What follows belongs to an exercise in optimizing a design on an open flow for small area, a short achievable clock period and few clock cycles per item; a production flow would make more cautious choices. The RTL was checked by simulation tests, not by an equivalence proof against the original design. Power figures rest on the tool's default switching activity, not on a simulated workload.

build 21:
==> flow/design.v (excerpt) <==
module bar_graph_page_renderer_unit (
  input  wire logic  clk,
  input  wire logic  rst,
  input  wire logic         items_valid,
  output logic              items_ready,
  input  wire logic [1:0]   items_operation,
  input  wire logic [7:0]   items_sample,
  input  wire logic [1:0]   items_row,
  input  wire logic [6:0]   items_column,
  input  wire logic         cfg_valid,
  output logic              cfg_ready,
  input  wire logic [1:0]   cfg_index,
  input  wire logic [7:0]   cfg_data,
  output logic              results_valid,
  input  wire logic         results_ready,
  output logic [7:0]        results_pixel_byte,
  output logic              results_scale_valid
);
  logic [7:0] floor_value;
  logic [7:0] full_scale;
  logic [7:0] n;           
  logic [6:0] a1;          
  logic [6:0] gap;         
  logic [7:0] peak;
  logic       pk_v;
  logic       pk_clr;
  logic       pk_gt;
  logic [7:0] pk_span;
  logic [7:0] s_use;
  logic        v2;
  logic [7:0]  sel_hi;
  logic [15:0] sel_lo;
  logic [1:0]  row2;
  logic       ready_q;
  logic [3:0] outstanding;
  logic in_acc;
  assign in_acc      = items_valid && ready_q;
  assign items_ready = ready_q;
  assign cfg_ready   = 1'b1;
  logic ld, clr, rd, ld_do;
  assign ld    = in_acc && items_operation == bgpr_pkg::OP_LOAD;
  ...
Size in the first run: about 0.037 sq mm of cells after synthesis.
clock: 5.0 ns
lec_check: 0
cap_margin: 20
core_margin: 2
core_utilization: 40
cts_buf_list: sky130_fd_sc_hd__clkbuf_16
cts_cluster_diameter: 70
cts_cluster_size: 25
setup_slack_margin: 2.85
slew_margin: 20
run.sh (not shown) runs the stock make flow with config.mk's settings and CLKGATE_MAP_FILE= SYNTH_SCRIPT=/design/flow/synth_recipe.tcl, a recipe that flattens the netlist after the stock synthesis.
Testbench counts of build 21, summed over its fixed seeds: cycles 10,384, items 8,192.
diff inputs: build 21 => build 58
- swapping 2.85 for 2.7 in SETUP_SLACK_MARGIN
- swapping 40 for 55 in CORE_UTILIZATION
==> summary.txt <==
Number of gates resized after CTS of build 58 falls short of that of build 21 by more than a quarter.
Total wire length ends up higher on build 21.
Build 58 vs. build 21: setup clock skew after layout grew by 0.0066 ns, ratio of final minimum period to clock period increased 1.0 points, post-route worst setup slack down 0.051 ns, number of clock buffers in the layout saw a decrease.
Max combinational cell fraction of total power across build 21 and build 58: build 21
Compared with build 21, layout net count in build 58 decreased slightly.
Compared with build 21, placement density in the core of build 58 is higher.
Modified inputs, build 89 compared to build 58
- a change of CORE_UTILIZATION from 55 to 40
- a change of SETUP_SLACK_MARGIN from 2.7 to 3.0
Results
- When build 89 is measured against build 58, its sum of routed wire length over all layers turns out 5.7% higher.
- [compare] base=build 58 new=build 89: maximum number of pins on one net before global-route repair now smaller, maximum buffer depth of the clock tree flat.
- For build 58, the classification of the worst setup path was flip-flop to flip-flop, unlike build 89, where it was flip-flop to output port.
Setup changes, build 89 to build 63
- swapping 3.0 for 2.7 in SETUP_SLACK_MARGIN
- putting ABC_AREA at 1 where nothing was set
[summary]
- On total power consumption of the routed design, build 89 loses to build 63.
- Looking at internal cell power across both flows, build 63 is the stronger of the two, with build 89 trailing.
- Wire: build 63 routes less than build 89
- On final cell count: build 63 sits above build 89.
- Build 63 finished every stage and its layout cleared the timing, DRC and antenna checks.
- Build 89: PASS, flow complete, no timing, DRC or antenna violations
- met3 wire length ended up about 24% lower on build 63 than on build 89.
- Run comparison: build 89 critical path capture point results_pixel_byte[0]; build 63 critical path capture point outstanding[3]
- Core utilization, build 89 and build 63: larger value in build 89
- Of build 63 and build 89, it is build 63 that has the higher instance count of the mapped netlist.
- The final reports for build 63 and build 89 show combinational group share of total power lower in the former.
- Build 89 vs build 63, most common cell after layout, fill and taps aside: sky130_fd_sc_hd__dfxtp_1 vs sky130_fd_sc_hd__nand2_1
- Diff build 89 and build 63: total number of multi-input combinational cells higher in build 63
Relative to build 63, the following input files were edited for build 46:
- PLACE_DENSITY: unset -> 0.75
- CTS_CLUSTER_DIAMETER: 70 -> 80
- SETUP_SLACK_MARGIN: 2.7 -> 2.78
- ABC_AREA: 1 -> unset
- CTS_CLUSTER_SIZE: 25 -> 30
### Flow results
Sort build 46 and build 63 by simple-gate portion of the synthesized area asc -> top: build 46. The kind of critical path comes out flip-flop to flip-flop in one run and input port to flip-flop in the other, namely in build 46 and build 63 respectively. Per the comparison of build 46 with build 63, number of antenna violations at the first check in global routing climbed 2, number of standard cells in the final layout excluding fillers dropped 1218. Build 46 gives less number of iterations in the first detailed-routing pass than build 63 did. Main combinational cell family by area after synthesis = compound AO/OA/AOI/OAI gates: build 46; main combinational cell family by area after synthesis = simple AND/OR/NAND/NOR gates: build 63. Looking at power across build 46 and build 63, the one that comes out higher is build 63. Summary — relative contribution of combinational cells to total power, build 46 relative to build 63: higher, by 1.7 points.
For build 92, these inputs were changed with respect to build 46:
- PLACE_DENSITY no longer set, was 0.75
Findings:
After detailed routing, build 46 needs less wire than build 92. Going from build 46 to build 92, power share of the clock group grows by 0.9 points. Summary of build 92 over build 46: worst hold slack saw a decrease; sequential power roughly the same. The via count number comes out lower for build 92 vs build 46. Build 92 vs build 46: combinational power share up.

* * *

bar_graph_page_renderer_unit again, from the RTL that the note above started with.
// bar_graph_page_renderer_unit
module bar_graph_page_renderer_unit (
  input  wire logic  clk,
  input  wire logic  rst,
  input  wire logic         items_valid,
  output logic              items_ready,
  input  wire logic [1:0]   items_operation,
  input  wire logic [7:0]   items_sample,
  input  wire logic [1:0]   items_row,
  input  wire logic [6:0]   items_column,
  input  wire logic         cfg_valid,
  output logic              cfg_ready,
  input  wire logic [1:0]   cfg_index,
  input  wire logic [7:0]   cfg_data,
  output logic              results_valid,
  input  wire logic         results_ready,
  output logic [7:0]        results_pixel_byte,
  output logic              results_scale_valid
);
  logic [7:0] floor_value;
  logic [7:0] full_scale;
  logic [7:0] n;           
  logic [6:0] a1;          
  logic [6:0] gap;         
  logic [7:0] peak;
  logic       pk_v;
  logic       pk_clr;
  logic       pk_gt;
  logic [7:0] pk_span;
  logic [7:0] s_use;
  logic        v2;
  logic [7:0]  sel_hi;
  logic [15:0] sel_lo;
  logic [1:0]  row2;
  logic       ready_q;
  logic [3:0] outstanding;
  logic in_acc;
  assign in_acc      = items_valid && ready_q;
  assign items_ready = ready_q;
  assign cfg_ready   = 1'b1;
  logic ld, clr, rd, ld_do;
  assign ld    = in_acc && items_operation == bgpr_pkg::OP_LOAD;
  assign clr   = in_acc && items_operation == bgpr_pkg::OP_CLEAR;
  assign rd    = in_acc && items_operation == bgpr_pkg::OP_READ;
  assign ld_do = ld && !n[7];
  logic [7:0] n_nxt;
  logic [6:0] gap_nxt;
  assign n_nxt   = clr ? 8'd0 : ld_do ? n + 8'd1 : n;
  assign gap_nxt = ld_do ? 7'd0 : gap - 7'd1;
  logic [5:0] vv;         
  logic       busy;       
  logic       pk_apply;
  assign busy     = v2 || (vv != '0);
  assign pk_apply = pk_v && !busy;
  always_ff @(posedge clk) begin
    if (rst) begin
      floor_value <= '0;
  ...
==> flow/config.mk <==
export PLATFORM = sky130hd
export DESIGN_NAME = bar_graph_page_renderer_unit
export DESIGN_NICKNAME = bar_graph_page_renderer_unit
export VERILOG_FILES = /design/flow/design.v
export SDC_FILE = /design/flow/constraint.sdc
export NUM_CORES = 4
export LEC_CHECK = 0
export CAP_MARGIN = 20
export CORE_MARGIN = 2
export CORE_UTILIZATION = 40
export CTS_BUF_LIST = sky130_fd_sc_hd__clkbuf_16
export CTS_CLUSTER_DIAMETER = 80
export CTS_CLUSTER_SIZE = 30
export SETUP_SLACK_MARGIN = 2.84
export SLEW_MARGIN = 20
==> flow/constraint.sdc <==
create_clock -name core_clock -period 5.0 [get_ports {clk}]
set_input_delay 1.0000 -clock core_clock [delete_from_list [all_inputs] [get_ports {clk}]]
set_output_delay 1.0000 -clock core_clock [all_outputs]
set_load 0.01 [all_outputs]
The baseline produced a clean layout.
Testbench counts at the start, summed over its fixed seeds: cycles 10,384, items 8,192.
==> next run, changes <==
Settings changed: CTS_CLUSTER_DIAMETER 80 to 70, CTS_CLUSTER_SIZE 30 to 25, SETUP_SLACK_MARGIN 2.84 to 2.62.
What happened:
- The new run finished with timing, DRC and antenna clean
- clock power is higher by a little under a tenth
- sequential share of layout area rises by 1.3 points
- die area stays the same
- worst hold slack degrades by 0.0033 ns
==> next run, changes <==
Settings changed: SETUP_SLACK_MARGIN 2.62 to 2.5.
Result:
- sequential cell count is unchanged
- clock skew climbs by 0.0094 ns
- routed wire length drops by 0.53%
- via count drops by 0.62%
- combinational power drops by about 3%
- clock power drops by about 1%
==> next run, changes <==
Settings changed: SETUP_SLACK_MARGIN 2.5 to 2.7.
- fmax is higher by 8.6%
- wire length increases by 2.2%
- final cell count went up by 0.50%
- worst setup slack gets better by 0.19 ns
- combinational power increases by 5.9%
- hold slack hardly moves
==> next run, changes <==
Settings changed: CTS_CLUSTER_DIAMETER 70 to 80, CTS_CLUSTER_SIZE 25 to 30.
=>
- The changed run produced a clean layout
- setup slack hardly moves
- via count decreases by 0.38%
- synthesized cell count stays the same
- maximum frequency is about the same
- core utilization decreases by 0.40 points
- clock skew stays flat
- clock power decreases by 9.9%
- final cell count decreases by 0.47%
- flip-flop and latch count stays the same
- final area decreases by 0.90%

## port drivers added, routing unchanged
The flow's constraints put no driver on any port. The routed layouts listed below were extracted and timed again, unchanged, in two steps. Step 1 sets driving cells, clkbuf_16 on the clock port and buf_2 on the other inputs (assumed; they add their load-dependent delay and slew). Step 2 times the ports against the registers' clock, not the clock port: input delays grow and output delays shrink by t, the midpoint of the rising clock arrivals with the driver on. Slacks: no drivers / after step 1 / after step 2; pairs: no drivers / after step 1.
run | t, ns | slack for setup (ns) | hold slack, ns | clock arrival spread, ns
build 21 | 0.726 | 2.785 / 2.732 / 2.208 | 0.313 / 0.313 / 0.313 | 0.050 / 0.050
build 58 | 0.708 | 2.734 / 2.689 / 2.106 | 0.333 / 0.333 / 0.333 | 0.040 / 0.040
build 89 | 0.726 | 2.807 / 2.739 / 2.247 | 0.315 / 0.315 / 0.315 | 0.058 / 0.059
build 63 | 0.738 | 2.765 / 2.695 / 2.046 | 0.317 / 0.317 / 0.317 | 0.063 / 0.063
build 46 | 0.711 | 2.768 / 2.750 / 2.168 | 0.334 / 0.334 / 0.334 | 0.034 / 0.034
build 92 | 0.692 | 2.793 / 2.771 / 2.172 | 0.328 / 0.328 / 0.328 | 0.064 / 0.063
the first run of note 2 | 0.698 | 2.762 / 2.762 / 2.203 | 0.335 / 0.335 / 0.335 | 0.028 / 0.028
the second run of note 2 | 0.726 | 2.662 / 2.614 / 1.965 | 0.332 / 0.332 / 0.332 | 0.035 / 0.035
the third run of note 2 | 0.706 | 2.556 / 2.552 / 1.846 | 0.328 / 0.328 / 0.328 | 0.041 / 0.041
the fourth run of note 2 | 0.724 | 2.750 / 2.686 / 2.055 | 0.327 / 0.327 / 0.327 | 0.041 / 0.041
the fifth run of note 2 | 0.702 | 2.749 / 2.693 / 2.044 | 0.334 / 0.334 / 0.334 | 0.042 / 0.042
After both steps every run listed still meets setup and hold. The setup slack of build 63, which loses most, moves by -0.070 ns with the drivers and by -0.719 ns with both steps.
